This design comes from an exercise in tuning for small area, a short achievable clock period and few clock cycles per item on the open sky130 flow, not from production work. At most, simulation tests tie the RTL to the original design; equivalence was not proved. Only the layout flow was run in runs 4 and 5; the RTL was not checked for function there. Power and IR drop assume default switching activity.

==> design/flow/design.v <==
package rsa_pkg;
    localparam int DEF_WIDTH = 32;
    localparam int DEF_LIMBS = 4;
    localparam int MAX_OPW = 4096;
    typedef enum logic [1:0] {
        ST_IDLE,
        ST_ISSUE,
        ST_DRAIN,
        ST_DONE
    } state_t;
    function automatic logic [MAX_OPW-1:0] limb_sel(
        input logic [MAX_OPW-1:0] vec,
        input logic [31:0]        idx,
        input logic [31:0]        width
    );
        limb_sel = vec >> (idx * width);
    endfunction
endpackage
module mp_mul_retire_pipe #(
    parameter int TW = 3
) (
    input  logic          clk_i,
    input  logic          rst_i,
    input  logic          in_vld_i,
    input  logic [TW-1:0] in_tag_i,
    output logic          out_vld_o,
    output logic [TW-1:0] out_tag_o
);
    logic [1:0]    vld_q;
    logic [TW-1:0] tag0_q;
    logic [TW-1:0] tag1_q;
    always_ff @(posedge clk_i) begin
        if (rst_i) begin
            vld_q  <= '0;
            tag0_q <= '0;
            tag1_q <= '0;
        end else begin
            vld_q  <= {vld_q[0], in_vld_i};
            tag0_q <= in_tag_i;
            tag1_q <= tag0_q;
        end
    end
    assign out_vld_o = vld_q[1];
    assign out_tag_o = tag1_q;
endmodule
module mp_mul_sched #(
    parameter int WIDTH = rsa_pkg::DEF_WIDTH,
    parameter int LIMBS = rsa_pkg::DEF_LIMBS
) (
    input  logic                     clk,
    input  logic                     rst,
    input  logic                     start,
    input  logic [LIMBS*WIDTH-1:0]   op_a,
    input  logic [LIMBS*WIDTH-1:0]   op_b,
    output logic                     busy,
    output logic                     done,
    output logic [2*LIMBS*WIDTH-1:0] result,
    output logic [WIDTH-1:0]         mul_a,
    output logic [WIDTH-1:0]         mul_b,
    input  logic [WIDTH-1:0]         mul_lo,
    input  logic [WIDTH-1:0]         mul_hi
);
    localparam int OPW   = LIMBS * WIDTH;
    localparam int NPAIR = LIMBS * LIMBS;
    localparam int FIRST = 4;                  
    localparam int LAST  = NPAIR + FIRST - 1;  
    localparam int CW    = $clog2(LAST + 2);
    logic                     busy_q, done_q;
    logic [CW-1:0]            cnt_q;
    logic                     acc_q, sh_q, m_q, pm_q, z_q;
    logic [OPW-1:0]           ar_q;
    logic [OPW-1:0]           b_q;
    logic [(LIMBS-1)*WIDTH-1:0] fifo_q;
    logic [WIDTH-1:0]         cy_q;
    logic [WIDTH:0]           u_q;
    logic [WIDTH-1:0]         h_q;
    logic [WIDTH-1:0]         pop_n, ua, cz, push, hi, h1, h2, h2t, hs0, hs1;
    logic [WIDTH:0]           u_n, lsum;
    function automatic logic [WIDTH:0] pp_add(input logic [WIDTH-1:0] a,
                                              input logic [WIDTH-1:0] b);
        logic [WIDTH-1:0] g, p, gn, pn;
        g = a & b;
        p = a ^ b;
        for (int d = 1; d < WIDTH; d = d * 2) begin
            gn = g;
            pn = p;
            for (int i = d; i < WIDTH; i++) begin
                gn[i] = g[i] | (p[i] & g[i-d]);
                pn[i] = p[i] & p[i-d];
            end
            g = gn;
            p = pn;
        end
        pp_add = {g[WIDTH-1], (a ^ b) ^ {g[WIDTH-2:0], 1'b0}};
    endfunction
    function automatic logic [WIDTH-1:0] pp_inc(input logic [WIDTH-1:0] a);
        logic [WIDTH-1:0] c, cn;
        c = {a[WIDTH-2:0], 1'b1};
        for (int d = 1; d < WIDTH; d = d * 2) begin
            cn = c;
            for (int i = d; i < WIDTH; i++) cn[i] = c[i] & c[i-d];
            c = cn;
        end
        pp_inc = a ^ c;
    endfunction
    always_ff @(posedge clk) begin
        if (rst) begin
            busy_q <= 1'b0;
            done_q <= 1'b0;
            cnt_q  <= '0;
            acc_q  <= 1'b0;
            sh_q   <= 1'b0;
            m_q    <= 1'b0;
            pm_q   <= 1'b0;
            z_q    <= 1'b0;
        end else if (start && !busy_q) begin
            busy_q <= 1'b1;
            done_q <= 1'b0;
            cnt_q  <= CW'(1);
            acc_q  <= 1'b0;
            sh_q   <= 1'b0;
            m_q    <= 1'b0;
            pm_q   <= 1'b1;
            z_q    <= 1'b0;
        end else if (busy_q) begin
            cnt_q  <= cnt_q + CW'(1);
            acc_q  <= (cnt_q >= CW'(FIRST - 1)) && (cnt_q < CW'(LAST));
            sh_q   <= (cnt_q >= CW'(FIRST - 1)) && (cnt_q < CW'(LAST - LIMBS + 1)) &&
                      (((cnt_q + CW'(1) - CW'(FIRST)) % LIMBS) == 0);
            m_q    <= ((cnt_q + CW'(1) - CW'(FIRST)) % LIMBS) == 0;
            pm_q   <= cnt_q < CW'(FIRST - 2 + LIMBS);
            z_q    <= cnt_q == CW'(FIRST - 1);
            if (cnt_q == CW'(LAST)) begin
                busy_q <= 1'b0;
                done_q <= 1'b1;
            end
        end else begin
            done_q <= 1'b0;
            acc_q  <= 1'b0;
        end
    end
    always_comb begin
        pop_n = pm_q ? '0 : fifo_q[2*WIDTH-1:WIDTH];
        u_n   = pp_add(mul_lo, pop_n);
        ua    = m_q ? '0 : u_q[WIDTH-1:0];
        cz    = z_q ? '0 : cy_q;
        lsum  = pp_add(ua, cz);
        push  = lsum[WIDTH-1:0];
        h1    = pp_inc(h_q);
        h2t   = pp_inc({1'b0, h_q[WIDTH-1:1]});
        h2    = {h2t[WIDTH-2:0], h_q[0]};
        hs0   = u_q[WIDTH] ? h1 : h_q;
        hs1   = u_q[WIDTH] ? h2 : h1;
        hi    = lsum[WIDTH] ? hs1 : hs0;
    end
    always_ff @(posedge clk) begin
        u_q <= u_n;
        h_q <= mul_hi;
        if (!busy_q) b_q <= op_b;
        else         b_q <= {b_q[WIDTH-1:0], b_q[OPW-1:WIDTH]};
        if (!busy_q) begin
            if (start) ar_q <= op_a;
        end else begin
            if (sh_q) ar_q <= {u_q[WIDTH-1:0], ar_q[OPW-1:WIDTH]};
            if (acc_q) begin
                fifo_q <= {push, fifo_q[(LIMBS-1)*WIDTH-1:WIDTH]};
                cy_q   <= hi;
            end
        end
    end
    assign busy   = busy_q;
    assign done   = done_q;
    assign result = {cy_q, fifo_q, ar_q};
    assign mul_a  = ar_q[WIDTH-1:0];
    assign mul_b  = b_q[WIDTH-1:0];
endmodule
==> design/flow/flow/run.sh <==
#!/bin/bash
# Standard layout, with every port buffered by the smallest buffer cell.
set -euo pipefail
bash standard.sh 'BUFFER_PORTS_ARGS=-buffer_cell sky130_fd_sc_hd__buf_1' finish > layout.log 2>&1
==> design/flow/standard.sh <==
#!/bin/bash
# synth_recipe.tcl (not shown) runs the flow's synth.tcl, then flattens the netlist and writes it again
# the make line also repeats each setting of config.mk as NAME=value (left out here)
make -C /OpenROAD-flow-scripts/flow DESIGN_CONFIG=/design/flow/config.mk WORK_HOME=/design/flow/orfs CLKGATE_MAP_FILE= SYNTH_SCRIPT=/design/flow/synth_recipe.tcl "${@:-finish}"
==> design/flow/config.mk <==
export PLATFORM = sky130hd
export DESIGN_NAME = mp_mul_sched
export DESIGN_NICKNAME = mp_mul_sched
export VERILOG_FILES = /design/flow/design.v
export SDC_FILE = /design/flow/constraint.sdc
export NUM_CORES = 4
export LEC_CHECK = 0
export ABC_AREA = 1
export CAP_MARGIN = 20
export CORE_MARGIN = 2
export CORE_UTILIZATION = 60
export CTS_BUF_LIST = sky130_fd_sc_hd__clkbuf_4 sky130_fd_sc_hd__clkbuf_8
export SETUP_SLACK_MARGIN = 3.6
export SLEW_MARGIN = 20
==> design/flow/constraint.sdc <==
create_clock -name core_clock -period 7.0 [get_ports {clk}]
set_input_delay 1.4000 -clock core_clock [delete_from_list [all_inputs] [get_ports {clk}]]
set_output_delay 1.4000 -clock core_clock [all_outputs]
set_load 0.01 [all_outputs]
==> results of run 1 <==
## sequential cells by signal, summed over array words and instances, names as in the netlist
register / count
acc_q: 1
cnt_q: 5
m_q: 1
h_q: 32
fifo_q: 96
b_q: 128
busy_q: 1
u_q: 33
cy_q: 32
z_q: 1
pm_q: 1
ar_q: 128
done_q: 1
sh_q: 1
## logic make-up (layout without fill, tap and decap cells)
group / after synthesis / count (layout) / synth area share, %
simple gates: 1835 / 1835 / 31.1
buf+inv: 462 / 1101 / 8.70
flops: 461 / 461 / 50.6
compound gates: 160 / 160 / 3.67
fa+ha+maj: 69 / 69 / 3.77
xor+xnor: 54 / 54 / 2.03
mux: 1 / 1 / 0.0430
other cells: 0 / 8 / 0
## metrics by stage
| stage | cells | area, um2 | util (%) | hold WS [ns] |
|---|---|---|---|---|
| 2_1_floorplan | 3042 | 23300 | - | 0.403 |
| 3_3_place_gp | 4061 | 25600 | 66.5 | 0.407 |
| 3_5_place_dp | 4061 | 25600 | 66.5 | 0.407 |
| 4_1_cts | 4198 | 27200 | 70.8 | 0.413 |
| 5_1_grt | 4204 | 27300 | 70.9 | 0.440 |
| 6_report | 4207 | 27300 | 70.9 | 0.422 |
## layout make-up
class	instances	area, um2	area share, %
tap	518	648	2.38
sequential	461	11800	43.2
timing repair buffer	654	2510	9.20
clock inverter	31	323	1.18
clock buffer	106	1330	4.87
inverter	310	1170	4.31
multi-input combinational	2119	9480	34.8
antenna	8	20.0	0.0734
## final timing paths
kind | start | endpoint | slack [ns] | cells past startpoint
max reg2reg | busy_q | ar_q[8] | 3.86 | 3
min reg2reg | b_q[37] | b_q[5] | 0.42 | 2
min | b_q[37] | b_q[5] | 0.42 | 2
max | busy_q | ar_q[8] | 3.86 | 3
## layer usage
metal	wire length [um]	GRT usage [%]	vias to the layer above
met5	26	0	-
met4	6580	28.8	4
met3	13500	16.8	343
met2	39400	65.0	1672
met1	34800	57.7	10600
li1	-	-	10600
## synthesized netlist by cell type, drive strengths merged
| master | number |
|---|---|
| nand3 | 105 |
| nand3b | 2 |
| or2 | 4 |
| fa | 2 |
| a21boi | 1 |
| nand2 | 1434 |
| nor2 | 257 |
| o21bai | 12 |
| nor3 | 19 |
| o211ai | 1 |
| xnor2 | 3 |
| xor2 | 51 |
| a31oi | 1 |
| mux2i | 1 |
| dfxtp | 205 |
| clkinv | 1 |
| nand4 | 6 |
| and3 | 3 |
| buf | 86 |
| o21a | 2 |
| o21ai | 73 |
| a21oi | 67 |
| and2 | 5 |
| clkbuf | 66 |
| inv | 309 |
| ha | 67 |
| edfxtp | 256 |
| a21o | 2 |
| a311oi | 1 |
## cell usage in the layout (no fill, tap or decap), types with 67 or more instances in the layout
| cell type | n |
|---|---|
| buf_1 | 644 |
| clkbuf_8 | 85 |
| dfxtp_1 | 204 |
| edfxtp_1 | 256 |
| ha_1 | 67 |
| inv_1 | 303 |
| nand2_1 | 1419 |
| nand3_1 | 105 |
| nor2_1 | 233 |
| o21ai_0 | 68 |
## worst register-to-register path, cell delays in order, from the launching register on
cell	delay [ns]
dfxtp_4	0.74
buf_4	0.82
nand2_1	0.33
nand2_8	0.76
## power breakdown
| part | internal, W | switching, W |
|---|---|---|
| Combinational | 0.000364 | 0.000936 |
| Sequential | 0.00308 | 0.000114 |
| Clock | 0.00143 | 0.00116 |
| Total | 0.00487 | 0.00221 |
==> results.ini, run 1 <==
[sta]
post-route-period-util_pct=44.8
worst_clock_skew_ns=0.0174
min_period_ns=3.14
drv_slew=0
setup_viol_count_final=0
tightestPinTransition_ns=1.15
hold_viol=0
worst_slack_ns=3.86
rsz0062_at_grt=no
fmax_mhz=319
slew_headroom_pct=23.5
finalSetupTns_ns=0

[floorplanning]
row_count=72
die-height_um=201
io_pins=645
initial_core_util_pct=60.5
core_um2=38500
dieArea_um2=40400
die_w_um=201

[detailed_routing]
drt.antenna.violating_nets=0
first_pass_iters=6
route.detailed.drc=0
drt_iter0_drc=2987
drt-total-wl_um=94300
vias=23200
viasPerCell=5.52
wl_per_cell_um=22.4

[finish]
area_delta_synth_final_pct=17.2
drive_above_1_share_pct=5.16
layout.nets=4013
fillerInstances=3041

[setup_path]
cp-start-kind=flop
worstSetupEndpointType=flop
path_delay_family=simple AND/OR/NAND/NOR gates
required_ns=7.26
cp_cell_sequence=buf_4 > nand2_1 > nand2_8
path_buf_inv=1
crit_path_max_fanout=128
path_class=flop to flop
cp_slowest_cell=buf_4
cp_slowest_stage_delay_ns=0.82
critPathArrivalTime_ns=3.40

[logic_synthesis]
synth_nets=3434
synthesis.instances=3042
synth_area_leaders=edfxtp_1 33%, nand2_1 23%, dfxtp_1 18%
syn_area_um2=23300
yosysSeqAreaShare_pct=50.6
ys_seq_elements=461
yosysWarnings=1
synth_top_area_cell=edfxtp_1
synth.distinct_cells=42
syn_avg_cell_area_um2=7.65
synth_top_area_share_pct=33.0

[clocking]
cts_tree=done
ctsLongestPathBuffers=3
clk_latency_ns=0.66
cts.clk_slew.worst_paths_ns=0.06
ctsResizeCount=0
cts_sinks=461
root_buffer=clkbuf_8
htree_levels=3
numCtsBuffers=75
postCtsSetupBuffers=0
cts.hold.buffers_added=0

[global_route]
grt_max_degree=170
grt_overflow=0
first_global_vias=21100
grt_usage_pct=45.3
grt_antenna_before_repair=13
grt_pass1_wl_um=134000

[outcome]
run_status=finished clean

[power_and_ir_drop]
leakagePower_nw=13.0
ir_worst_vdd_mv=0.169
total_power_w=0.00709
p_per_area_nw_per_um2=260

[min_path]
hold_class=flop to flop

[placed_design]
place_congestion=1.11
pre_cts_slack_ns=3.87
port_buffers=644
detailed_place_hpwl_um=73200

[flow_run]
drv_cap=0

Testbench counts, summed over its fixed seeds: cycles 19,200, items 960.
==> run 2: changes to the inputs <==
--- a/design/flow/config.mk
+++ b/design/flow/config.mk
@@ -5,7 +5,7 @@
 export SDC_FILE = /design/flow/constraint.sdc
 export NUM_CORES = 4
 export LEC_CHECK = 0
-export ABC_AREA = 1
+export ABC_CLOCK_PERIOD_IN_PS = 2000
 export CAP_MARGIN = 20
 export CORE_MARGIN = 2
 export CORE_UTILIZATION = 60
==> run 2 against run 1 <==
Synthesized area shrank 12%. Cell count shrank 35%. Critical path type unchanged. Non-clock buffer count is the same. Critical path depth grew 7. Largest cell class unchanged. Highest routed layer unchanged. Clock power shrank 8%. Maximum frequency shrank 3.7%. Setup slack lost 0.12 ns.
==> results.ini, run 2 <==
[setup_path]
path_class=flop to flop
required_ns=7.36  ; +0.10 ns
worstSetupEndpointType=flop
critPathArrivalTime_ns=3.61  ; +0.21 ns
crit_path_max_fanout=18  ; -86%
cp-start-kind=flop

[sta]
finalSetupTns_ns=0  ; unchanged
drv_slew=0  ; unchanged
fmax_mhz=307  ; -3.7%
fin_worst_hold_slack_ns=0.447  ; +0.0259 ns
hold_viol=0  ; unchanged
tightestPinTransition_ns=1.01  ; -0.140 ns
setup_viol_count_final=0  ; unchanged
rsz0062_at_grt=no
min_period_ns=3.25  ; +0.119 ns
post-route-period-util_pct=46.5  ; +1.7 points
slew_headroom_pct=32.8  ; +9.3 points
worst_clock_skew_ns=0.0293  ; +0.0119 ns

[logic_synthesis]
synthesis.instances=1591  ; -48%
synthTopCellsByCount=257 x mux2_2, 256 x edfxtp_1, 205 x dfxtp_1
yosysWarnings=1  ; unchanged
synth_top_area_share_pct=37.5  ; +4.5 points
syn_area_um2=20500  ; -12%
synthFlopType=edfxtp_1
yosysMostFrequentCell=mux2_2
async_reset_ff_share_pct=0  ; unchanged
synth.distinct_cells=72  ; +71%
synth_top_area_cell=edfxtp_1
synth-edff-count=256  ; unchanged
synth_nets=1983  ; -42%
synth_area_leaders=edfxtp_1 37%, dfxtp_1 20%, mux2_2 14%
ys_seq_elements=461  ; unchanged
syn_avg_cell_area_um2=12.9  ; +68%
yosysSeqAreaShare_pct=57.5  ; +6.9 points

[detailed_routing]
vias=15700  ; -33%
route.detailed.drc=0  ; unchanged
drt_iter0_drc=1263  ; -58%
first_pass_iters=6  ; unchanged
wl_met1_um=26200  ; -25%
wl_met2_um=31100  ; -21%
drt-total-wl_um=68200  ; -28%
wl_per_cell_um=25.1  ; +12%
drt.antenna.violating_nets=0  ; unchanged
dr_wl_met3_um=8590  ; -36%
viasPerCell=5.77  ; +4.5%
top_layer=met5

[global_route]
grt_antenna_before_repair=7  ; -6
grt_usage_pct=37.1  ; -8.2 points
first_global_vias=14800  ; -30%
grt_pass1_wl_um=95200  ; -29%
grt_max_degree=129  ; -24%
grt_overflow=0  ; unchanged

[clocking]
root_buffer=clkbuf_8
numCtsBuffers=73  ; -2.7%
cts_sinks=461  ; unchanged
cts_tree=done
htree_levels=3  ; unchanged
ctsLongestPathBuffers=3  ; unchanged
clk_latency_ns=0.63  ; -0.03 ns
cts.hold.buffers_added=0  ; unchanged
cts.clk_slew.worst_paths_ns=0.06  ; about the same

[flow_run]
drv_cap=0  ; unchanged

[finish]
final_common_cell=buf_1
area_delta_synth_final_pct=19.6
layout.nets=2593  ; -35%
drive_above_1_share_pct=19.0  ; +14 points
layout_common_cells=644 x buf_1, 257 x mux2_2, 256 x edfxtp_1
top_regs=ar_q x128, b_q x128, fifo_q x96
fin_util_pct=73.0  ; +2.0 points
seqCellArea_um2=11800  ; about the same
multiInputGateArea_um2=8040  ; -15%
fillerInstances=2363  ; -22%

[min_path]
hold_class=flop to flop

[floorplanning]
die-height_um=189  ; -6.0%
initial_core_util_pct=61.0  ; +0.47 points
io_pins=645  ; unchanged
row_count=67  ; -6.9%
dieArea_um2=35700  ; -12%
core_um2=33600  ; -13%
die_w_um=189  ; -6.0%

[outcome]
run_status=finished clean

[power_and_ir_drop]
ir_worst_vdd_mv=0.169  ; +0.26%
leakagePower_nw=9.02  ; -31%
p_per_area_nw_per_um2=273  ; +5.0%

[placed_design]
port_buffers=644  ; unchanged
place_congestion=0.998  ; -9.8%
detailed_place_hpwl_um=54100  ; -26%

run 2: worst max-delay path, stage by stage (launching register included):
cell and delay [ns]:
dfxtp_4 0.45, buf_4 0.28, nor2b_1 0.08, ha_1 0.41, a21o_1 0.21, a211o_1 0.32
a311oi_2 0.35, a21oi_1 0.19, nor3_1 0.40, nand2b_1 0.18, xnor2_1 0.10
run 2: timing repair:
| action | in CTS | in global routing |
|---|---|---|
| endpoints found under the setup margin | 42 | 117 |
| pin swaps | 1 | 2 |
| setup buffers | 1 | 2 |
| gates resized for setup | 5 | 11 |
run 2: kinds of logic after synthesis:
group | synth area share, %
flip-flops | 57.5
AND/OR/NAND/NOR | 9.01
multiplexers | 14.4
AO/OA/AOI/OAI | 7.56
buffers and inverters | 3.65
XOR/XNOR | 3.63
adder cells (fa/ha/maj) | 4.28
run 2: per-layer routing:
metal / track usage [%] / vias to the layer above
met2: 56.8 / 898
met1: 47.0 / 7595
met5: 0 / -
met3: 15.7 / 124
li1: - / 7039
met4: 13.9 / 2
run 2: report_power, final:
group	internal, W	total (W)	switching, W
Sequential	0.00309	0.00322	0.000128
Clock	0.00132	0.00239	0.00107
Combinational	0.000458	0.00108	0.000625
Total	0.00487	0.00669	0.00182
run 2: final cells by class:
type	count	share of cell area (%)
Clock inverter	19	0.439
Clock buffer	117	5.90
Sequential cell	461	48.1
Inverter	12	0.184
Multi-Input combinational cell	999	32.8
Antenna cell	6	0.0612
Tap cell	448	2.29
Timing Repair Buffer	654	10.2
run 2: stage by stage:
| stage | instance area, um2 | total power [W] | cells | worst slack, ns |
|---|---|---|---|---|
| floorplan | 20500 | 0.00395 | 1591 | 3.61 |
| global placement | 22900 | 0.00429 | 2571 | 2.99 |
| detailed placement | 22900 | 0.00431 | 2571 | 2.94 |
| CTS | 24500 | 0.00668 | 2708 | 3.60 |
| global route | 24500 | 0.00692 | 2714 | 3.60 |
| finish | 24500 | 0.00669 | 2716 | 3.75 |
run 2: final timing paths:
| check | end | slack (ns) | depth (start not counted) | start |
|---|---|---|---|---|
| worst max-delay path | cy_q[0] | 3.75 | 10 | z_q |
| worst min-delay path | fifo_q[35] | 0.45 | 0 | fifo_q[67] |
| worst max register to register | cy_q[0] | 3.75 | 10 | z_q |
| worst min register to register | fifo_q[35] | 0.45 | 0 | fifo_q[67] |
==> run 3: changes to the inputs <==
--- a/design/flow/config.mk
+++ b/design/flow/config.mk
@@ -10,5 +10,5 @@
 export CORE_MARGIN = 2
 export CORE_UTILIZATION = 60
 export CTS_BUF_LIST = sky130_fd_sc_hd__clkbuf_4 sky130_fd_sc_hd__clkbuf_8
-export SETUP_SLACK_MARGIN = 3.6
+export SETUP_SLACK_MARGIN = 3.9
 export SLEW_MARGIN = 20
==> run 3 against run 2 <==
Still clean on timing, DRC and antenna. Sequential share of layout area decreased by 1.1 points. Total power increased by 2.1%. Global-route usage decreased by 0.75 points. Register-to-register slack improved by 0.20 ns. Cell count increased by 0.81%. Hold slack got worse by 0.011 ns. Maximum frequency increased by 5.2%. First-iteration DRC count decreased by 15%. Combinational power about the same. Critical endpoint is now u_q[26]. Largest power group unchanged. Highest routed layer is now met4.
==> results.ini, run 3 <==
[outcome]
run_status=finished clean

[logic_synthesis]
synth-adder-area-share_pct=4.28  ; unchanged
syn_avg_cell_area_um2=12.9  ; unchanged
synth_top_area_share_pct=37.5  ; unchanged
synth_simple_gate_area_share_pct=9.01  ; unchanged
ys_seq_elements=461  ; unchanged
synth_top_area_cell=edfxtp_1
synthesis.instances=1591  ; unchanged
synth_nets=1983  ; unchanged
synth-edff-count=256  ; unchanged
synthTopCellsByCount=257 x mux2_2, 256 x edfxtp_1, 205 x dfxtp_1
async_reset_ff_share_pct=0  ; unchanged
yosysSeqAreaShare_pct=57.5  ; unchanged
synth_compound_gate_area_share_pct=7.56  ; unchanged
yosysWarnings=1  ; unchanged
synthFlopType=edfxtp_1
synth_top_family_by_area=multiplexers
synth-xor-area-share_pct=3.63  ; unchanged
yosysMostFrequentCell=mux2_2
synth.distinct_cells=72  ; unchanged
syn_area_um2=20500  ; unchanged
synth_area_leaders=edfxtp_1 37%, dfxtp_1 20%, mux2_2 14%
synth_mux_area_share_pct=14.4  ; unchanged

[floorplanning]
row_count=67  ; unchanged
dieArea_um2=35700  ; unchanged
die-height_um=189  ; unchanged
io_pins=645  ; unchanged
initial_core_util_pct=61.0  ; unchanged
core_um2=33600  ; unchanged
die_w_um=189  ; unchanged

[clocking]
htree_levels=3  ; unchanged
numCtsBuffers=75  ; +2.7%
cts_sinks=461  ; unchanged
ctsLongestPathBuffers=3  ; unchanged
cts_tree=done
cts.hold.buffers_added=0  ; unchanged
clk_latency_ns=0.63  ; about the same
cts.clk_slew.worst_paths_ns=0.06  ; about the same
root_buffer=clkbuf_8

[sta]
fmax_mhz=323  ; +5.2%
min_period_ns=3.09  ; -0.160 ns
tightestPinTransition_ns=1.06  ; +0.0514 ns
finalSetupTns_ns=0  ; unchanged
slew_headroom_pct=29.4  ; -3.4 points
drv_slew=0  ; unchanged
worst_slack_ns=3.91  ; +0.160 ns
fin_worst_hold_slack_ns=0.437  ; -0.0107 ns
worst_clock_skew_ns=0.0324  ; +0.00310 ns
hold_viol=0  ; unchanged
setup_viol_count_final=0  ; unchanged
rsz0062_at_grt=yes
post-route-period-util_pct=44.2  ; -2.3 points

[detailed_routing]
drt.antenna.violating_nets=0  ; unchanged
viasPerCell=5.70  ; -1.1%
vias=15600  ; -0.34%
wl_per_cell_um=24.7  ; -1.7%
route.detailed.drc=0  ; unchanged
first_pass_iters=5  ; -1
drt_iter0_drc=1068  ; -15%
drt-total-wl_um=67600  ; -0.89%

[finish]
post-route-cell-area_um2=25100  ; +2.4%
layout_common_cells=644 x buf_1, 257 x mux2_2, 256 x edfxtp_1
seqCellArea_um2=11800  ; unchanged
final_common_cell=buf_1
top_regs=ar_q x128, b_q x128, fifo_q x96
area_delta_synth_final_pct=22.5
fillerInstances=2412  ; +2.1%
multiInputGateArea_um2=8310  ; +3.3%
layout.nets=2618  ; +0.96%
drive_above_1_share_pct=21.7  ; +2.7 points
stdcell_count=2738  ; +0.81%

[placed_design]
detailed_place_hpwl_um=52000  ; -3.8%
port_buffers=644  ; unchanged
dp_cells=2568  ; -0.12%
place_congestion=0.971  ; -2.7%
pre_cts_slack_ns=2.56  ; -0.373 ns
place_area_um2=22900  ; +0.33%

[global_route]
grt_overflow=0  ; unchanged
grt_usage_pct=36.3  ; -0.75 points
grt_max_degree=156  ; +21%
first_global_vias=14900  ; +0.83%
grt_pass1_wl_um=94000  ; -1.3%
grt_antenna_before_repair=7  ; unchanged

[power_and_ir_drop]
leakagePower_nw=9.21  ; +2.2%
p_per_area_nw_per_um2=272  ; -0.28%
ir_worst_vdd_mv=0.189  ; +12%

[flow_run]
drv_cap=0  ; unchanged

[setup_path]
critPathArrivalTime_ns=3.58  ; -0.03 ns
path_class=input port to flop
crit_path_max_fanout=5  ; -13
cp-start-kind=input port
reg2reg_to=cy_q[29]
worstSetupEndpointType=flop
reg2reg_from=cy_q[0]
worst_r2r_path_depth=14  ; +4
required_ns=7.49  ; +0.13 ns
critPathLaunch=mul_lo[0]
rrSetupSlack_ns=3.95  ; +0.20 ns

[min_path]
hold_class=flop to flop
holdPathStages=0  ; unchanged
min_to=fifo_q[39]
hold_start=fifo_q[71]

==> run 3: cell types whose count changed in the layout (fill, tap and decap cells not counted), moves of 5 or more <==
cell     previous run  this run
ha_1               67        55
a21oi_1            86        81
buf_4               8        22
o21ai_1             2         7
o21ai_0            31        25
ha_4                0         8
==> run 3: layout make-up <==
| type | instances | area share, % |
|---|---|---|
| multi-input combinational | 999 | 33.1 |
| inverter | 12 | 0.179 |
| antenna | 4 | 0.0399 |
| tap | 448 | 2.23 |
| timing repair buffer | 677 | 11.0 |
| sequential | 461 | 47.0 |
| clock buffer | 117 | 5.72 |
| clock inverter | 20 | 0.747 |
==> run 3: cell families (layout without fill, tap and decap cells) <==
group | Yosys count | after routing
buffers and inverters | 131 | 826
AOI/OAI and AO/OA | 239 | 239
adders and majority gates | 69 | 69
DFF | 461 | 461
and+or+nand+nor | 344 | 344
xor gates and xnor gates | 85 | 85
other | 0 | 4
muxes | 262 | 262
==> run 3: repair_timing <==
| item | 4_1_cts | 5_1_grt |
|---|---|---|
| setup endpoints to repair | 56 | 162 |
| pin swaps | 4 | 19 |
| endpoints found under the hold margin | 0 | 0 |
| cloned | 0 | 1 |
| buffers inserted | 8 | 20 |
| gates resized for setup | 12 | 53 |
==> run 3: critical path: stages <==
cell	delay (ns)
buf_1	0.10
ha_4	0.18
fa_2	0.41
a211oi_4	0.30
o21ai_2	0.14
a211o_1	0.33
and3_1	0.17
and4bb_1	0.33
nor2_1	0.07
xor2_1	0.15
==> run 3: how the worst max path moves through the flow <==
stage | slack (ns) | end
2_1_floorplan | 3.69 | u_q[26]
3_3_place_gp | 2.66 | cy_q[11]
3_5_place_dp | 2.56 | cy_q[23]
4_1_cts | 3.90 | u_q[30]
5_1_grt | 3.84 | cy_q[29]
6_report | 3.91 | u_q[26]
==> run 3: layer usage <==
layer	global-route usage, %	vias up	share of wire, %
met1	46.7	7583	39
met3	15.8	109	13
li1	-	7076	-
met5	0	-	0
met4	12.2	0	3.0
met2	55.2	836	45
==> run 3: per-stage QoR <==
stage	total power (W)	util, %
finish	0.00683	74.7
global route	0.00707	74.7
CTS	0.00680	73.4
detailed placement	0.00430	68.2
global placement	0.00428	68.2
floorplan	0.00396	-
==> run 3: power by group <==
| group | internal (W) | total [W] | switching, W | leakage [nW] |
|---|---|---|---|---|
| registers | 0.00309 | 0.00323 | 0.000137 | 4.10 |
| logic | 0.000491 | 0.00111 | 0.000619 | 4.24 |
| clock network | 0.00142 | 0.00249 | 0.00107 | 0.863 |
==> run 4: changes to the inputs <==
--- a/design/flow/design.v
+++ b/design/flow/design.v
@@ -67,7 +67,7 @@
     localparam int CW    = $clog2(LAST + 2);
     logic                     busy_q, done_q;
     logic [CW-1:0]            cnt_q;
-    logic                     acc_q, sh_q, m_q, pm_q, z_q;
+    logic                     sh_q, m_q, z_q;
     logic [OPW-1:0]           ar_q;
     logic [OPW-1:0]           b_q;
     logic [(LIMBS-1)*WIDTH-1:0] fifo_q;
@@ -108,39 +108,33 @@
             busy_q <= 1'b0;
             done_q <= 1'b0;
             cnt_q  <= '0;
-            acc_q  <= 1'b0;
             sh_q   <= 1'b0;
             m_q    <= 1'b0;
-            pm_q   <= 1'b0;
             z_q    <= 1'b0;
         end else if (start && !busy_q) begin
             busy_q <= 1'b1;
             done_q <= 1'b0;
             cnt_q  <= CW'(1);
-            acc_q  <= 1'b0;
             sh_q   <= 1'b0;
-            m_q    <= 1'b0;
-            pm_q   <= 1'b1;
-            z_q    <= 1'b0;
+            m_q    <= 1'b1;
+            z_q    <= 1'b1;
         end else if (busy_q) begin
             cnt_q  <= cnt_q + CW'(1);
-            acc_q  <= (cnt_q >= CW'(FIRST - 1)) && (cnt_q < CW'(LAST));
             sh_q   <= (cnt_q >= CW'(FIRST - 1)) && (cnt_q < CW'(LAST - LIMBS + 1)) &&
                       (((cnt_q + CW'(1) - CW'(FIRST)) % LIMBS) == 0);
-            m_q    <= ((cnt_q + CW'(1) - CW'(FIRST)) % LIMBS) == 0;
-            pm_q   <= cnt_q < CW'(FIRST - 2 + LIMBS);
-            z_q    <= cnt_q == CW'(FIRST - 1);
+            m_q    <= (cnt_q < CW'(FIRST - 1)) ||
+                      (((cnt_q + CW'(1) - CW'(FIRST)) % LIMBS) == 0);
+            z_q    <= cnt_q < CW'(FIRST);
             if (cnt_q == CW'(LAST)) begin
                 busy_q <= 1'b0;
                 done_q <= 1'b1;
             end
         end else begin
             done_q <= 1'b0;
-            acc_q  <= 1'b0;
         end
     end
     always_comb begin
-        pop_n = pm_q ? '0 : fifo_q[2*WIDTH-1:WIDTH];
+        pop_n = fifo_q[2*WIDTH-1:WIDTH];
         u_n   = pp_add(mul_lo, pop_n);
         ua    = m_q ? '0 : u_q[WIDTH-1:0];
         cz    = z_q ? '0 : cy_q;
@@ -162,7 +156,7 @@
             if (start) ar_q <= op_a;
         end else begin
             if (sh_q) ar_q <= {u_q[WIDTH-1:0], ar_q[OPW-1:WIDTH]};
-            if (acc_q) begin
+            begin
                 fifo_q <= {push, fifo_q[(LIMBS-1)*WIDTH-1:WIDTH]};
                 cy_q   <= hi;
             end
--- a/design/flow/config.mk
+++ b/design/flow/config.mk
@@ -10,5 +10,5 @@
 export CORE_MARGIN = 2
 export CORE_UTILIZATION = 60
 export CTS_BUF_LIST = sky130_fd_sc_hd__clkbuf_4 sky130_fd_sc_hd__clkbuf_8
-export SETUP_SLACK_MARGIN = 3.9
+export SETUP_SLACK_MARGIN = 4.1
 export SLEW_MARGIN = 20
==> run 4 against run 3 <==
Die area fell by 2.5%. Design area grew 4.5%. Cell count up 0.26%. Setup slack got worse by 0.17 ns. Critical path depth is 4 higher. Core utilization rose by 5.6 points. Critical path type unchanged.
==> results.ini, run 4 <==
[finish]
drive_above_1_share_pct=30.0  ; +8.3 points
post-route-cell-area_um2=26200  ; +4.5%
stdcell_count=2745  ; +0.26%
layout.nets=2621  ; +0.11%
seqCellArea_um2=11800  ; -0.34%
final_common_cell=buf_1
top_regs=ar_q x128, b_q x128, fifo_q x96
fillerInstances=1983  ; -18%
area_delta_synth_final_pct=31.3
multiInputGateArea_um2=8660  ; +4.3%
layout_common_cells=639 x buf_1, 256 x mux2_2, 256 x edfxtp_1

[placed_design]
place_area_um2=22500  ; -1.8%
port_buffers=644  ; unchanged
place_congestion=1.01  ; +3.7%
dp_cells=2486  ; -3.2%
detailed_place_hpwl_um=54200  ; +4.2%

[logic_synthesis]
synth_area_leaders=edfxtp_1 38%, dfxtp_1 20%, mux2_2 14%
ys_seq_elements=459  ; -0.43%
synth-xor-area-share_pct=3.90  ; +0.27 points
synth_simple_gate_area_share_pct=7.63  ; -1.4 points
synth-edff-count=256  ; unchanged
synth_top_family_by_area=multiplexers
synthTopCellsByCount=256 x edfxtp_1, 256 x mux2_2, 203 x dfxtp_1
synth_compound_gate_area_share_pct=6.78  ; -0.78 points
synthFlopType=edfxtp_1
yosysSeqAreaShare_pct=58.8  ; +1.3 points
async_reset_ff_share_pct=0  ; unchanged
yosysWarnings=1  ; unchanged
synth_top_area_cell=edfxtp_1
syn_area_um2=20000  ; -2.5%
synthesis.instances=1514  ; -4.8%
synth_mux_area_share_pct=14.5  ; +0.16 points
synth-adder-area-share_pct=4.44  ; +0.16 points
synth_top_area_share_pct=38.5  ; +0.96 points
synth.distinct_cells=61  ; -15%
syn_avg_cell_area_um2=13.2  ; +2.5%
synth_nets=1906  ; -3.9%

[power_and_ir_drop]
ir_worst_vdd_mv=0.218  ; +16%
p_per_area_nw_per_um2=294  ; +8.1%
total_power_w=0.00772  ; +13%
leakagePower_nw=9.68  ; +5.1%

[sta]
min_period_ns=3.26  ; +0.166 ns
drv_slew=0  ; unchanged
setup_viol_count_final=0  ; unchanged
post-route-period-util_pct=46.6  ; +2.4 points
rsz0062_at_grt=yes
worst_clock_skew_ns=0.0292  ; -0.00318 ns
hold_viol=0  ; unchanged
fmax_mhz=307  ; -5.1%
slew_headroom_pct=33.6  ; +4.2 points
tightestPinTransition_ns=0.995  ; -0.0633 ns
finalSetupTns_ns=0  ; unchanged

[global_route]
grt_antenna_before_repair=18  ; +11
grt_pass1_wl_um=102000  ; +8.5%
grt_usage_pct=40.5  ; +4.2 points
grt_max_degree=129  ; -17%
grt_overflow=0  ; unchanged
first_global_vias=15300  ; +2.4%

[clocking]
ctsLongestPathBuffers=3  ; unchanged
clk_latency_ns=0.62  ; about the same
cts.clk_slew.worst_paths_ns=0.06  ; about the same
cts_sinks=459  ; -0.43%
htree_levels=3  ; unchanged
root_buffer=clkbuf_8
cts_tree=done
numCtsBuffers=73  ; -2.7%

[floorplanning]
dieArea_um2=34800  ; -2.5%
row_count=66  ; -1.5%
io_pins=645  ; unchanged
die-height_um=187  ; -1.2%
core_um2=32700  ; -2.7%
die_w_um=187  ; -1.2%
initial_core_util_pct=61.1  ; +0.13 points

[min_path]
holdPathStages=0  ; unchanged
hold_class=flop to flop
hold_start=fifo_q[71]
min_to=fifo_q[39]

[setup_path]
reg2reg_from=z_q
worst_r2r_path_depth=13  ; -1
rrSetupSlack_ns=3.79  ; -0.16 ns
path_class=input port to flop
critPathArrivalTime_ns=3.80  ; +0.22 ns
cp-start-kind=input port
crit_path_max_fanout=3  ; -2
reg2reg_to=cy_q[24]
worstSetupEndpointType=flop
required_ns=7.54  ; +0.05 ns

[detailed_routing]
route.detailed.drc=0  ; unchanged
vias=16200  ; +3.5%
viasPerCell=5.88  ; +3.2%
drt-total-wl_um=74700  ; +11%
wl_per_cell_um=27.2  ; +10%
first_pass_iters=6  ; +1
drt.antenna.violating_nets=0  ; unchanged
drt_iter0_drc=2001  ; +87%

[flow_run]
drv_cap=0  ; unchanged

[outcome]
run_status=finished clean

## run 4: routing by layer
metal  routed length, um  GRT usage (%)
met2               34100           61.7
met4                2520           13.2
met5                  27              0
met3               10400           17.1
met1               27700           52.6
## run 4: area by class of cell
| cell class | instances | area share (%) |
|---|---|---|
| flip-flops and latches | 459 | 44.8 |
| repair buffers | 760 | 13.7 |
| well taps | 442 | 2.11 |
| multi-input cells | 911 | 33.0 |
| diodes | 13 | 0.124 |
| clock buffers | 110 | 5.05 |
| inverters | 24 | 0.343 |
| clock inverters | 26 | 0.901 |
## run 4: how the worst max path moves through the flow
stage | startpoint | depth (start not counted) | slack (ns) | to
4_1_cts | mul_lo[6] | 11 | 3.77 | u_q[29]
6_report | mul_lo[0] | 14 | 3.74 | u_q[30]
3_3_place_gp | mul_lo[0] | 13 | 2.92 | u_q[28]
3_5_place_dp | mul_lo[0] | 13 | 2.86 | u_q[28]
5_1_grt | mul_lo[0] | 14 | 3.67 | u_q[30]
2_1_floorplan | mul_lo[6] | 10 | 3.36 | u_q[29]
## run 4: cells by family (layout without fill, tap and decap cells)
logic type,Yosys count,after routing
compound gates,203,204
mux,258,258
simple gates,290,290
other cells,0,13
fa+ha+maj,70,70
xor+xnor,89,89
buf+inv,145,920
flops,459,459
## run 4: through the flow
| step | hold WS (ns) | util (%) | setup slack, ns |
|---|---|---|---|
| after floorplan | 0.433 | - | 3.36 |
| after global placement | 0.432 | 68.9 | 2.92 |
| after detailed placement | 0.436 | 68.9 | 2.86 |
| after CTS | 0.446 | 77.5 | 3.77 |
| after global routing | 0.447 | 80.2 | 3.67 |
| final | 0.438 | 80.3 | 3.74 |
## run 4: worst max-delay path: stages
cell      delay [ns]
buf_8           0.09
ha_4            0.13
inv_2           0.04
fa_2            0.33
nor2b_1         0.12
o21a_1          0.15
o21ai_2         0.08
a221oi_2        0.32
a211oi_2        0.14
buf_4           0.15
a21o_1          0.18
o211ai_1        0.30
o31ai_1         0.13
a211oi_1        0.22
## run 4: timing repair
item / 4_1_cts / 5_1_grt
pin swaps: 66 / 82
endpoints found under the setup margin: 268 / 84
hold buffers: 0 / 0
cloned: 4 / 1
setup buffers: 69 / 36
resized for setup: 144 / 117
## run 4: report_power, final
group,internal (W),switching (W)
Combinational,0.000838,0.000996
Clock,0.00134,0.00109
Sequential,0.00322,0.000230
Total,0.00540,0.00232
==> run 5: changes to the inputs <==
==> design/flow/flow/run.sh (replaced) <==
#!/bin/bash
# Standard layout, with every port buffered by the smallest buffer cell and a
# clock tree of fewer, larger sink clusters without dummy loads.
set -euo pipefail
bash standard.sh 'BUFFER_PORTS_ARGS=-buffer_cell sky130_fd_sc_hd__buf_1' \
  'CTS_ARGS=-sink_clustering_enable -repair_clock_nets -buf_list {sky130_fd_sc_hd__clkbuf_8} -sink_clustering_size 16 -sink_clustering_max_diameter 60 -dont_use_dummy_load' \
  finish > layout.log 2>&1
--- a/design/flow/config.mk
+++ b/design/flow/config.mk
@@ -9,6 +9,5 @@
 export CAP_MARGIN = 20
 export CORE_MARGIN = 2
 export CORE_UTILIZATION = 60
-export CTS_BUF_LIST = sky130_fd_sc_hd__clkbuf_4 sky130_fd_sc_hd__clkbuf_8
 export SETUP_SLACK_MARGIN = 4.1
 export SLEW_MARGIN = 20
==> run 5 against run 4 <==
Cell count is 3.6% lower. Register-to-register slack better by 0.02 ns. Clock power is 47% lower. Non-clock buffer count is 1 higher. Total power is 15% lower. Critical path depth is 1 lower. Combinational power hardly changed. Clock skew is 0.0086 ns higher. Setup slack worse by 0.012 ns. Largest cell class unchanged. Largest power group unchanged.
==> results.ini, run 5 <==
[finish]
seqCellArea_um2=11800  ; unchanged
top_regs=ar_q x128, b_q x128, fifo_q x96
fin_util_pct=77.1  ; -3.2 points
fillerInstances=2162  ; +9.0%
area_delta_synth_final_pct=26.1
drive_above_1_share_pct=27.1  ; -2.9 points
multiInputGateArea_um2=8680  ; +0.17%
stdcell_count=2645  ; -3.6%
layout_common_cells=639 x buf_1, 256 x mux2_2, 256 x edfxtp_1
final_common_cell=buf_1
layout.nets=2586  ; -1.3%

[clocking]
htree_levels=2  ; -1
numCtsBuffers=37  ; -49%
cts_sinks=459  ; unchanged
cts_tree=done
ctsLongestPathBuffers=3  ; unchanged
root_buffer=clkbuf_8
cts.hold.buffers_added=0  ; unchanged
cts.clk_slew.worst_paths_ns=0.10  ; +0.04 ns
clk_latency_ns=0.57  ; -0.05 ns

[setup_path]
required_ns=7.44  ; -0.10 ns
path_buf_inv=2  ; -1
critPathArrivalTime_ns=3.72  ; -0.08 ns
path_delay_family=compound AO/OA/AOI/OAI gates
cp_slowest_cell=a2111oi_4
cp-start-kind=input port
worstSetupEndpoint=u_q[28]
crit_cells=13  ; -1
crit_path_max_fanout=3  ; unchanged
critPathLaunch=mul_lo[0]
reg2reg_to=cy_q[11]
cp_cell_sequence=buf_8 > ha_4 > inv_2 > fa_2 > nor2b_1 > o21a_1 > o21ai_2 > a221oi_2 > a211oi_2 > a211o_1 > a2111oi_4 > nor2_1 > xnor2_1
worstSetupEndpointType=flop
path_class=input port to flop
reg2reg_from=m_q
rrSetupSlack_ns=3.81  ; +0.02 ns
cp_slowest_stage_delay_ns=0.34  ; about the same
worst_r2r_path_depth=16  ; +3

[logic_synthesis]
ys_seq_elements=459  ; unchanged
synth_area_leaders=edfxtp_1 38%, dfxtp_1 20%, mux2_2 14%
synth-xor-area-share_pct=3.90  ; unchanged
yosysWarnings=1  ; unchanged
async_reset_ff_share_pct=0  ; unchanged
synthTopCellsByCount=256 x edfxtp_1, 256 x mux2_2, 203 x dfxtp_1
synth.distinct_cells=61  ; unchanged
synth_mux_area_share_pct=14.5  ; unchanged
synth-adder-area-share_pct=4.44  ; unchanged
synth_nets=1906  ; unchanged
synth_compound_gate_area_share_pct=6.78  ; unchanged
synth_simple_gate_area_share_pct=7.63  ; unchanged
synth_top_family_by_area=multiplexers
synth-edff-count=256  ; unchanged
synthesis.instances=1514  ; unchanged
synth_top_area_cell=edfxtp_1
synthFlopType=edfxtp_1
synth_top_area_share_pct=38.5  ; unchanged
syn_area_um2=20000  ; unchanged
yosysSeqAreaShare_pct=58.8  ; unchanged
syn_avg_cell_area_um2=13.2  ; unchanged

[sta]
post-route-period-util_pct=46.7  ; +0.17 points
worst_slack_ns=3.73  ; -0.0116 ns
drv_slew=0  ; unchanged
setup_viol_count_final=0  ; unchanged
tightestPinTransition_ns=1.02  ; +0.0229 ns
rsz0062_at_grt=yes
min_period_ns=3.27  ; +0.0116 ns
slew_headroom_pct=32.1  ; -1.5 points
finalSetupTns_ns=0  ; unchanged
fmax_mhz=306  ; -0.36%
fin_worst_hold_slack_ns=0.431  ; -0.00783 ns
hold_viol=0  ; unchanged
worst_clock_skew_ns=0.0378  ; +0.00860 ns

[detailed_routing]
route.detailed.drc=0  ; unchanged
first_pass_iters=5  ; -1
drt.antenna.violating_nets=0  ; unchanged
drt-total-wl_um=71900  ; -3.8%
wl_per_cell_um=27.2  ; -0.15%
vias=15600  ; -3.6%
viasPerCell=5.89  ; about the same
drt_iter0_drc=1972  ; -1.4%

[global_route]
grt_pass1_wl_um=99300  ; -2.6%
first_global_vias=14800  ; -3.5%
grt_antenna_before_repair=16  ; -2
grt_max_degree=129  ; unchanged
grt_overflow=0  ; unchanged
grt_usage_pct=39.4  ; -1.1 points

[floorplanning]
dieArea_um2=34800  ; unchanged
die-height_um=187  ; unchanged
initial_core_util_pct=61.1  ; unchanged
die_w_um=187  ; unchanged
io_pins=645  ; unchanged
row_count=66  ; unchanged
core_um2=32700  ; unchanged

[power_and_ir_drop]
combPwrFrac_pct=27.8  ; +4.0 points
p_sw_share_pct=30.8  ; +0.79 points
ir_worst_vdd_mv=0.231  ; +6.1%
power_switching_w=0.00202  ; -13%
pwr-share-clk_pct=19.8  ; -12 points
p_per_area_nw_per_um2=260  ; -11%
leakagePower_nw=9.11  ; -5.9%
p_seq_share_pct=52.4  ; +7.7 points
p_int_w=0.00454  ; -16%

[flow_run]
drv_cap=0  ; unchanged

[placed_design]
pre_cts_slack_ns=2.86  ; unchanged
dp_cells=2486  ; unchanged
place_congestion=1.01  ; unchanged
port_buffers=644  ; unchanged
detailed_place_hpwl_um=54200  ; unchanged

[min_path]
hold_class=flop to flop

[outcome]
run_status=finished clean

==> run 5: cell count changes in the layout (fill, tap and decap cells not counted), moves of 3 or more <==
cell	before	now
bufinv_16	3	0
nor2b_2	24	16
clkbuf_8	80	37
clkbuf_4	30	0
buf_4	79	83
clkinv_1	7	0
a21oi_1	41	36
inv_6	3	0
buf_6	27	23
a21oi_2	9	14
clkinv_2	8	0
nor2b_1	33	39
o21ai_1	6	9
==> run 5: worst min-delay path by stage <==
stage	start	to	cells after the start
2_1_floorplan	b_q[32]	b_q[0]	1
3_3_place_gp	fifo_q[66]	fifo_q[34]	0
3_5_place_dp	fifo_q[66]	fifo_q[34]	0
4_1_cts	fifo_q[90]	fifo_q[58]	0
5_1_grt	fifo_q[90]	fifo_q[58]	0
6_report	fifo_q[90]	fifo_q[58]	0
==> run 5: what timing repair did <==
| item | in CTS | in global routing |
|---|---|---|
| pin swaps | 54 | 68 |
| setup endpoints to repair | 269 | 61 |
| cloned | 4 | 0 |
| hold endpoints to repair | 0 | 0 |
| buffers inserted | 75 | 32 |
| resized for setup | 136 | 127 |
==> run 5: metal layers <==
metal | vias to the layer above | GRT usage, % | wire [um] | part of all wire (%)
met5 | - | 0 | 27 | 0.038
met4 | 4 | 11.5 | 2240 | 3.1
met3 | 143 | 16.3 | 10500 | 15
met2 | 971 | 59.7 | 32100 | 45
met1 | 7655 | 52.1 | 27000 | 38
li1 | 6799 | - | - | -
==> run 5: worst reg2reg max path: cells and delay by family, from the launching register on <==
kind / cells / cell delay, ns
buf+inv: 4 / 0.62
xor+xnor: 1 / 0.19
compound gates: 5 / 0.85
flops: 1 / 0.41
simple gates: 4 / 0.35
fa+ha+maj: 2 / 0.51
==> run 5: final cells by class <==
cell class,count,area share (%)
well taps,442,2.19
repair buffers,761,14.2
diodes,11,0.109
multi-input cells,911,34.4
inverters,24,0.367
flip-flops and latches,459,46.7
clock buffers,37,2.02
==> run 5: metrics by stage <==
step | total power, W | area, um2
finish | 0.00656 | 25200
global placement | 0.00482 | 22500
floorplan | 0.00434 | 20200
CTS | 0.00632 | 24300
detailed placement | 0.00483 | 22500
global route | 0.00678 | 25200
==> run 5: power by group through the flow <==
| stage | combinational [W] | sequential, W | clock [W] |
|---|---|---|---|
| after floorplan | 0.000879 | 0.00346 | 0 |
| after global placement | 0.00133 | 0.00348 | 0 |
| after detailed placement | 0.00134 | 0.00349 | 0 |
| after CTS | 0.00159 | 0.00342 | 0.00131 |
| after global routing | 0.00193 | 0.00346 | 0.00139 |
| final | 0.00183 | 0.00344 | 0.00130 |
==> run 5: cell families (layout without fill, tap and decap cells) <==
| group | count (synthesis) | after routing |
|---|---|---|
| AOI/OAI and AO/OA | 203 | 204 |
| xor gates and xnor gates | 89 | 89 |
| adders and majority gates | 70 | 70 |
| buffers and inverters | 145 | 822 |
| DFF | 459 | 459 |
| muxes | 258 | 258 |
| other | 0 | 11 |
| and+or+nand+nor | 290 | 290 |
==> run 6: changes to the inputs <==
--- a/design/flow/design.v
+++ b/design/flow/design.v
@@ -67,7 +67,7 @@
     localparam int CW    = $clog2(LAST + 2);
     logic                     busy_q, done_q;
     logic [CW-1:0]            cnt_q;
-    logic                     sh_q, m_q, z_q;
+    logic                     acc_q, sh_q, m_q, pm_q, z_q;
     logic [OPW-1:0]           ar_q;
     logic [OPW-1:0]           b_q;
     logic [(LIMBS-1)*WIDTH-1:0] fifo_q;
@@ -108,33 +108,39 @@
             busy_q <= 1'b0;
             done_q <= 1'b0;
             cnt_q  <= '0;
+            acc_q  <= 1'b0;
             sh_q   <= 1'b0;
             m_q    <= 1'b0;
+            pm_q   <= 1'b0;
             z_q    <= 1'b0;
         end else if (start && !busy_q) begin
             busy_q <= 1'b1;
             done_q <= 1'b0;
             cnt_q  <= CW'(1);
+            acc_q  <= 1'b0;
             sh_q   <= 1'b0;
-            m_q    <= 1'b1;
-            z_q    <= 1'b1;
+            m_q    <= 1'b0;
+            pm_q   <= 1'b1;
+            z_q    <= 1'b0;
         end else if (busy_q) begin
             cnt_q  <= cnt_q + CW'(1);
+            acc_q  <= (cnt_q >= CW'(FIRST - 1)) && (cnt_q < CW'(LAST));
             sh_q   <= (cnt_q >= CW'(FIRST - 1)) && (cnt_q < CW'(LAST - LIMBS + 1)) &&
                       (((cnt_q + CW'(1) - CW'(FIRST)) % LIMBS) == 0);
-            m_q    <= (cnt_q < CW'(FIRST - 1)) ||
-                      (((cnt_q + CW'(1) - CW'(FIRST)) % LIMBS) == 0);
-            z_q    <= cnt_q < CW'(FIRST);
+            m_q    <= ((cnt_q + CW'(1) - CW'(FIRST)) % LIMBS) == 0;
+            pm_q   <= cnt_q < CW'(FIRST - 2 + LIMBS);
+            z_q    <= cnt_q == CW'(FIRST - 1);
             if (cnt_q == CW'(LAST)) begin
                 busy_q <= 1'b0;
                 done_q <= 1'b1;
             end
         end else begin
             done_q <= 1'b0;
+            acc_q  <= 1'b0;
         end
     end
     always_comb begin
-        pop_n = fifo_q[2*WIDTH-1:WIDTH];
+        pop_n = pm_q ? '0 : fifo_q[2*WIDTH-1:WIDTH];
         u_n   = pp_add(mul_lo, pop_n);
         ua    = m_q ? '0 : u_q[WIDTH-1:0];
         cz    = z_q ? '0 : cy_q;
@@ -156,7 +162,7 @@
             if (start) ar_q <= op_a;
         end else begin
             if (sh_q) ar_q <= {u_q[WIDTH-1:0], ar_q[OPW-1:WIDTH]};
-            begin
+            if (acc_q) begin
                 fifo_q <= {push, fifo_q[(LIMBS-1)*WIDTH-1:WIDTH]};
                 cy_q   <= hi;
             end
--- a/design/flow/config.mk
+++ b/design/flow/config.mk
@@ -8,6 +8,6 @@
 export ABC_CLOCK_PERIOD_IN_PS = 2000
 export CAP_MARGIN = 20
 export CORE_MARGIN = 2
-export CORE_UTILIZATION = 60
-export SETUP_SLACK_MARGIN = 4.1
+export CORE_UTILIZATION = 65
+export SETUP_SLACK_MARGIN = 4.15
 export SLEW_MARGIN = 20
==> run 6 against run 5 <==
Largest cell class unchanged. Maximum frequency up 7.3%. Largest power group unchanged. Global-route usage increased by 2.5 points. Sequential power shrank 6.7%. Critical endpoint is now cy_q[13]. Critical path type is now flop to flop. Critical path depth is 2 higher. Still clean on timing, DRC and antenna.
==> results.ini, run 6 <==
[finish]
top_regs=ar_q x128, b_q x128, fifo_q x96
final_common_cell=buf_1
fin_util_pct=80.4  ; +3.3 points
drive_above_1_share_pct=25.0  ; -2.1 points
layout.nets=2617  ; +1.2%
area_delta_synth_final_pct=22.8
layout_common_cells=636 x buf_1, 257 x mux2_2, 256 x edfxtp_1

[floorplanning]
die_w_um=182  ; -2.6%
die-height_um=182  ; -2.6%
row_count=65  ; -1.5%
initial_core_util_pct=65.5  ; +4.4 points
core_um2=31300  ; -4.3%
dieArea_um2=33000  ; -5.2%
io_pins=645  ; unchanged

[clocking]
numCtsBuffers=38  ; +2.7%
root_buffer=clkbuf_8
clk_latency_ns=0.58  ; about the same
htree_levels=2  ; unchanged
cts.hold.buffers_added=0  ; unchanged
cts_tree=done
cts.clk_slew.worst_paths_ns=0.10  ; about the same
ctsLongestPathBuffers=3  ; unchanged
cts_sinks=461  ; +0.44%

[setup_path]
cp_slowest_cell=dfxtp_4
path_buf_inv=6  ; +4
cp_slowest_stage_delay_ns=0.43  ; +0.09 ns
crit_path_frequent_cell=buf_4
cp_cell_sequence=buf_6 > buf_16 > nor2b_4 > fa_2 > a211oi_2 > o211ai_1 > buf_4 > nand3_4 > a21oi_4 > nor4_4 > buf_4 > buf_12 > buf_4 > nor2_1 > xor2_1
required_ns=7.33  ; -0.11 ns
worstSetupEndpointType=flop
crit_path_max_fanout=8  ; +5
critPathArrivalTime_ns=3.38  ; -0.34 ns
path_delay_family=buffers and inverters
cp-start-kind=flop
path_class=flop to flop

[logic_synthesis]
synth-edff-count=256  ; unchanged
ys_seq_elements=461  ; +0.44%
synthTopCellsByCount=257 x mux2_2, 256 x edfxtp_1, 205 x dfxtp_1
synth_nets=1983  ; +4.0%
synth_top_area_cell=edfxtp_1
synth.distinct_cells=72  ; +18%
synth_area_leaders=edfxtp_1 37%, dfxtp_1 20%, mux2_2 14%
synthesis.instances=1591  ; +5.1%
synthFlopType=edfxtp_1
yosysWarnings=1  ; unchanged
yosysSeqAreaShare_pct=57.5  ; -1.3 points
syn_avg_cell_area_um2=12.9  ; -2.4%
synth_top_area_share_pct=37.5  ; -0.96 points
yosysMostFrequentCell=mux2_2
syn_area_um2=20500  ; +2.6%
async_reset_ff_share_pct=0  ; unchanged

[sta]
rsz0062_at_grt=yes
slew_headroom_pct=29.7  ; -2.4 points
min_period_ns=3.05  ; -0.222 ns
worst_clock_skew_ns=0.0603  ; +0.0225 ns
hold_viol=0  ; unchanged
setup_viol_count_final=0  ; unchanged
post-route-period-util_pct=43.6  ; -3.2 points
tightestPinTransition_ns=1.05  ; +0.0360 ns
finalSetupTns_ns=0  ; unchanged
fmax_mhz=328  ; +7.3%
drv_slew=0  ; unchanged

[power_and_ir_drop]
combPwrFrac_pct=22.9  ; -4.9 points
p_per_area_nw_per_um2=233  ; -10%
pwr-share-clk_pct=22.4  ; +2.6 points
power_switching_w=0.00171  ; -16%
p_sw_share_pct=29.0  ; -1.8 points
ir_worst_vdd_mv=0.225  ; -2.8%
p_int_w=0.00417  ; -8.2%
leakagePower_nw=8.98  ; -1.3%
p_seq_share_pct=54.7  ; +2.3 points
total_power_w=0.00588  ; -10%

[flow_run]
drv_cap=0  ; unchanged

[detailed_routing]
drt_iter0_drc=1529  ; -22%
drt.antenna.violating_nets=0  ; unchanged
vias=16200  ; +3.9%
drt-total-wl_um=72400  ; +0.69%
wl_per_cell_um=27.5  ; +1.3%
route.detailed.drc=0  ; unchanged
viasPerCell=6.15  ; +4.5%
first_pass_iters=5  ; unchanged

[placed_design]
place_congestion=1.02  ; +1.2%
port_buffers=644  ; unchanged
detailed_place_hpwl_um=55700  ; +2.7%

[global_route]
grt_pass1_wl_um=99400  ; about the same
grt_usage_pct=41.9  ; +2.5 points
grt_antenna_before_repair=5  ; -11
grt_overflow=0  ; unchanged
grt_max_degree=129  ; unchanged
first_global_vias=15400  ; +4.3%

[min_path]
hold_class=flop to flop

[outcome]
run_status=finished clean

==> run 6: power by group through the flow <==
stage,Sequential [W],Combinational [W],Clock [W]
after floorplan,0.00324,0.000726,0
after global placement,0.00326,0.00106,0
after detailed placement,0.00327,0.00108,0
after CTS,0.00321,0.00121,0.00131
after global routing,0.00323,0.00142,0.00140
final,0.00321,0.00135,0.00132
==> run 6: worst register-to-register path: stages, from the launching register on <==
cell and delay (ns):
dfxtp_4 0.43, buf_6 0.14, buf_16 0.14, nor2b_4 0.06, fa_2 0.40, a211oi_2 0.26
o211ai_1 0.13, buf_4 0.18, nand3_4 0.09, a21oi_4 0.07, nor4_4 0.31, buf_4 0.17
buf_12 0.13, buf_4 0.12, nor2_1 0.04, xor2_1 0.14
==> run 6: what timing repair did <==
action                     CTS  global route
pin swaps                   38            33
resized for setup          135           109
buffers inserted            45            14
cloned                       3             1
setup endpoints to repair  154           115
==> run 6: metal layers <==
| layer | vias up | part of all wire (%) | GRT usage [%] |
|---|---|---|---|
| met5 | - | 0 | 0 |
| met4 | 0 | 4.7 | 16.7 |
| met3 | 206 | 16 | 20.0 |
| met2 | 1089 | 44 | 63.0 |
| met1 | 7853 | 35 | 52.3 |
| li1 | 7028 | - | - |
==> run 6: kinds of logic (layout without fill, tap and decap cells) <==
family	after synthesis	count (layout)	share of synthesized area [%]
compound gates	239	239	7.56
xor+xnor	85	85	3.63
fa+ha+maj	69	69	4.28
buf+inv	131	763	3.65
flops	461	461	57.5
mux	262	262	14.4
other cells	0	4	0
simple gates	344	344	9.01
==> run 6: layout make-up <==
class	instances	area (um2)
sequential	461	11800
multi-input combinational	999	9170
fill	1880	6130
timing repair buffer	713	3130
clock buffer	38	523
tap	402	503
inverter	12	45.0
antenna	4	10.0
==> run 6: path summary, 6_finish.rpt <==
check / start / end / slack [ns] / depth (start not counted)
hold / removal: fifo_q[69] / fifo_q[37] / 0.42 / 0
setup reg to reg: m_q / cy_q[13] / 3.95 / 15
setup / recovery: m_q / cy_q[13] / 3.95 / 15
hold reg to reg: fifo_q[69] / fifo_q[37] / 0.42 / 0
==> run 6: metrics by stage <==
step	hold WS, ns	instance area, um2	worst slack, ns	std cells
after floorplan	0.433	20700	3.69	1591
after global placement	0.434	22900	3.31	2524
after detailed placement	0.432	22900	3.24	2524
after CTS	0.414	24600	4.00	2610
after global routing	0.419	25200	3.85	2628
final	0.416	25200	3.95	2629
Testbench counts of run 6, summed over its fixed seeds: cycles 19,200, items 960.
==> run 7: changes to the inputs <==
--- a/design/flow/config.mk
+++ b/design/flow/config.mk
@@ -8,6 +8,6 @@
 export ABC_CLOCK_PERIOD_IN_PS = 2000
 export CAP_MARGIN = 20
 export CORE_MARGIN = 2
-export CORE_UTILIZATION = 65
-export SETUP_SLACK_MARGIN = 4.15
+export CORE_UTILIZATION = 60
+export SETUP_SLACK_MARGIN = 3.9
 export SLEW_MARGIN = 20
==> run 7 against run 6 <==
Still clean. Critical path depth is 2 lower. Flip-flop and latch count did not move. Design area decreased by 3.9%. Count of clock-buffer cells in the layout shrank 1. Synthesized area unchanged. Die area rose by 8.1%. Hold slack gained 0.015 ns. Clock power about the same. Total power decreased by 3.8%. Critical endpoint is now cy_q[19]. Largest cell class unchanged.
==> results.ini, run 7 <==
[detailed_routing]
first_pass_iters=7  ; +2
vias=15300  ; -5.5%
drt_iter0_drc=1102  ; -28%
wl_per_cell_um=25.1  ; -8.7%
viasPerCell=5.78  ; -6.1%
drt-total-wl_um=66500  ; -8.2%
route.detailed.drc=0  ; unchanged
drt.antenna.violating_nets=0  ; unchanged

[sta]
finalSetupTns_ns=0  ; unchanged
worst_clock_skew_ns=0.0652  ; +0.00491 ns
setup_viol_count_final=0  ; unchanged
slew_headroom_pct=29.0  ; -0.71 points
worst_slack_ns=3.86  ; -0.0943 ns
drv_slew=0  ; unchanged
post-route-period-util_pct=44.9  ; +1.3 points
rsz0062_at_grt=no
tightestPinTransition_ns=1.06  ; +0.0107 ns
fmax_mhz=318  ; -3.0%
min_period_ns=3.14  ; +0.0943 ns
hold_viol=0  ; unchanged

[logic_synthesis]
async_reset_ff_share_pct=0  ; unchanged
synth_area_leaders=edfxtp_1 37%, dfxtp_1 20%, mux2_2 14%
yosysMostFrequentCell=mux2_2
synth_simple_gate_area_share_pct=9.01  ; unchanged
synth_mux_area_share_pct=14.4  ; unchanged
synth_top_area_share_pct=37.5  ; unchanged
synth_top_area_cell=edfxtp_1
syn_avg_cell_area_um2=12.9  ; unchanged
synthesis.instances=1591  ; unchanged
synth-edff-count=256  ; unchanged
synth_top_family_by_area=multiplexers
yosysWarnings=1  ; unchanged
synthFlopType=edfxtp_1
synth-adder-area-share_pct=4.28  ; unchanged
synth-xor-area-share_pct=3.63  ; unchanged
syn_area_um2=20500  ; unchanged
yosysSeqAreaShare_pct=57.5  ; unchanged
synth_nets=1983  ; unchanged
synth.distinct_cells=72  ; unchanged
ys_seq_elements=461  ; unchanged
synthTopCellsByCount=257 x mux2_2, 256 x edfxtp_1, 205 x dfxtp_1
synth_compound_gate_area_share_pct=7.56  ; unchanged

[global_route]
grt_max_degree=156  ; +21%
grt_antenna_before_repair=8  ; +3
grt_usage_pct=35.3  ; -6.6 points
grt_pass1_wl_um=91500  ; -7.9%
grt_overflow=0  ; unchanged
first_global_vias=14300  ; -6.9%

[setup_path]
cp-start-kind=flop
path_delay_family=compound AO/OA/AOI/OAI gates
cp_cell_sequence=buf_12 > buf_4 > nor2b_1 > ha_1 > o211ai_1 > o211ai_1 > nand3_2 > a21oi_2 > nor4_4 > buf_4 > buf_12 > nor3_1 > xor2_1
critPathArrivalTime_ns=3.49  ; +0.11 ns
cp_slowest_cell=o211ai_1
cp_slowest_stage_delay_ns=0.47  ; +0.04 ns
path_class=flop to flop
required_ns=7.34  ; about the same
path_buf_inv=4  ; -2
worstSetupEndpointType=flop
crit_path_max_fanout=8  ; unchanged

[placed_design]
place_congestion=0.971  ; -4.7%
detailed_place_hpwl_um=52000  ; -6.6%
port_buffers=644  ; unchanged
pre_cts_slack_ns=2.56  ; -0.676 ns

[floorplanning]
initial_core_util_pct=61.0  ; -4.5 points
row_count=67  ; +3.1%
io_pins=645  ; unchanged
dieArea_um2=35700  ; +8.1%
die-height_um=189  ; +4.0%
core_um2=33600  ; +7.4%
die_w_um=189  ; +4.0%

[finish]
fillerInstances=2550  ; +36%
final_common_cell=buf_1
layout.nets=2587  ; -1.1%
multiInputGateArea_um2=8430  ; -8.0%
layout_common_cells=644 x buf_1, 257 x mux2_2, 256 x edfxtp_1
drive_above_1_share_pct=19.5  ; -5.5 points
top_regs=ar_q x128, b_q x128, fifo_q x96
area_delta_synth_final_pct=18.0
seqCellArea_um2=11800  ; unchanged

[min_path]
hold_class=flop to flop

[power_and_ir_drop]
p_per_area_nw_per_um2=234  ; +0.12%
ir_worst_vdd_mv=0.209  ; -6.9%
leakagePower_nw=8.68  ; -3.4%
total_power_w=0.00565  ; -3.8%

[clocking]
cts.clk_slew.worst_paths_ns=0.10  ; about the same
cts_tree=done
clk_latency_ns=0.60  ; +0.02 ns
numCtsBuffers=37  ; -2.6%
ctsLongestPathBuffers=3  ; unchanged
root_buffer=clkbuf_8
cts_sinks=461  ; unchanged
htree_levels=2  ; unchanged

[flow_run]
drv_cap=0  ; unchanged

[outcome]
run_status=finished clean

run 7: cell types whose count changed in the layout (fill, tap and decap cells not counted), sizes merged:
cell    previous run  this run
clkbuf            44        39
diode              4         3
buf              707       682
run 7: worst reg2reg max path, stage by stage, from the launching register on:
cell and delay (ns):
dfxtp_4 0.37, buf_12 0.13, buf_4 0.13, nor2b_1 0.18, ha_1 0.21, o211ai_1 0.11, o211ai_1 0.47, nand3_2 0.29
a21oi_2 0.25, nor4_4 0.07, buf_4 0.15, buf_12 0.14, nor3_1 0.26, xor2_1 0.13
run 7: power breakdown:
part           switching, W  internal, W  total, W
clock network      0.000829     0.000476   0.00130
logic              0.000623     0.000503   0.00113
registers          0.000135      0.00308   0.00322
total               0.00159      0.00406   0.00565
run 7: final timing paths:
check             start          to  slack (ns)  depth (start not counted)
max reg2reg         z_q    cy_q[19]        3.86                         13
max                 z_q    cy_q[19]        3.86                         13
min reg2reg  fifo_q[90]  fifo_q[58]        0.43                          0
min          fifo_q[90]  fifo_q[58]        0.43                          0
run 7: per-layer routing:
layer	vias up	share of wire, %	wire length (um)	track usage [%]
met1	7392	38	25300	47.0
met2	828	45	30000	53.7
met3	110	14	9110	14.2
met4	0	3.0	2030	9.92
met5	-	0	0	0
li1	6952	-	-	-
run 7: cells by family (layout without fill, tap and decap cells):
family,after synthesis,in the layout
AND/OR/NAND/NOR,344,344
multiplexers,262,262
flip-flops,461,461
buffers and inverters,131,733
AO/OA/AOI/OAI,239,239
other,0,3
adder cells (fa/ha/maj),69,69
XOR/XNOR,85,85
run 7: stage by stage:
stage | util, % | cell area [um2] | hold WS (ns) | std cells
2_1_floorplan | - | 20600 | 0.433 | 1591
3_3_place_gp | 68.2 | 22900 | 0.432 | 2568
3_5_place_dp | 68.2 | 22900 | 0.433 | 2568
4_1_cts | 70.2 | 23600 | 0.437 | 2616
5_1_grt | 72.0 | 24200 | 0.443 | 2642
6_report | 72.0 | 24200 | 0.431 | 2644
run 7: area by class of cell:
class | count | area share [%]
Antenna cell | 3 | 0.0310
Inverter | 12 | 0.186
Timing Repair Buffer | 684 | 11.7
Multi-Input combinational cell | 999 | 34.9
Sequential cell | 461 | 48.8
Tap cell | 448 | 2.32
Clock buffer | 37 | 2.10
run 7: timing repair:
action / 4_1_cts / 5_1_grt
setup buffers: 11 / 23
hold buffers: 0 / 0
pin swaps: 4 / 25
endpoints found under the setup margin: 55 / 176
gates cloned: 0 / 2
gates resized for setup: 11 / 78

Re-timed with assumed drivers on the ports (clkbuf_16 on the clock, buf_2 on other inputs), run 7 has 3.855 ns of setup slack against 3.855 ns with ideal ports, and 3.241 ns once port delays also move by the mid clock arrival of 0.615 ns.
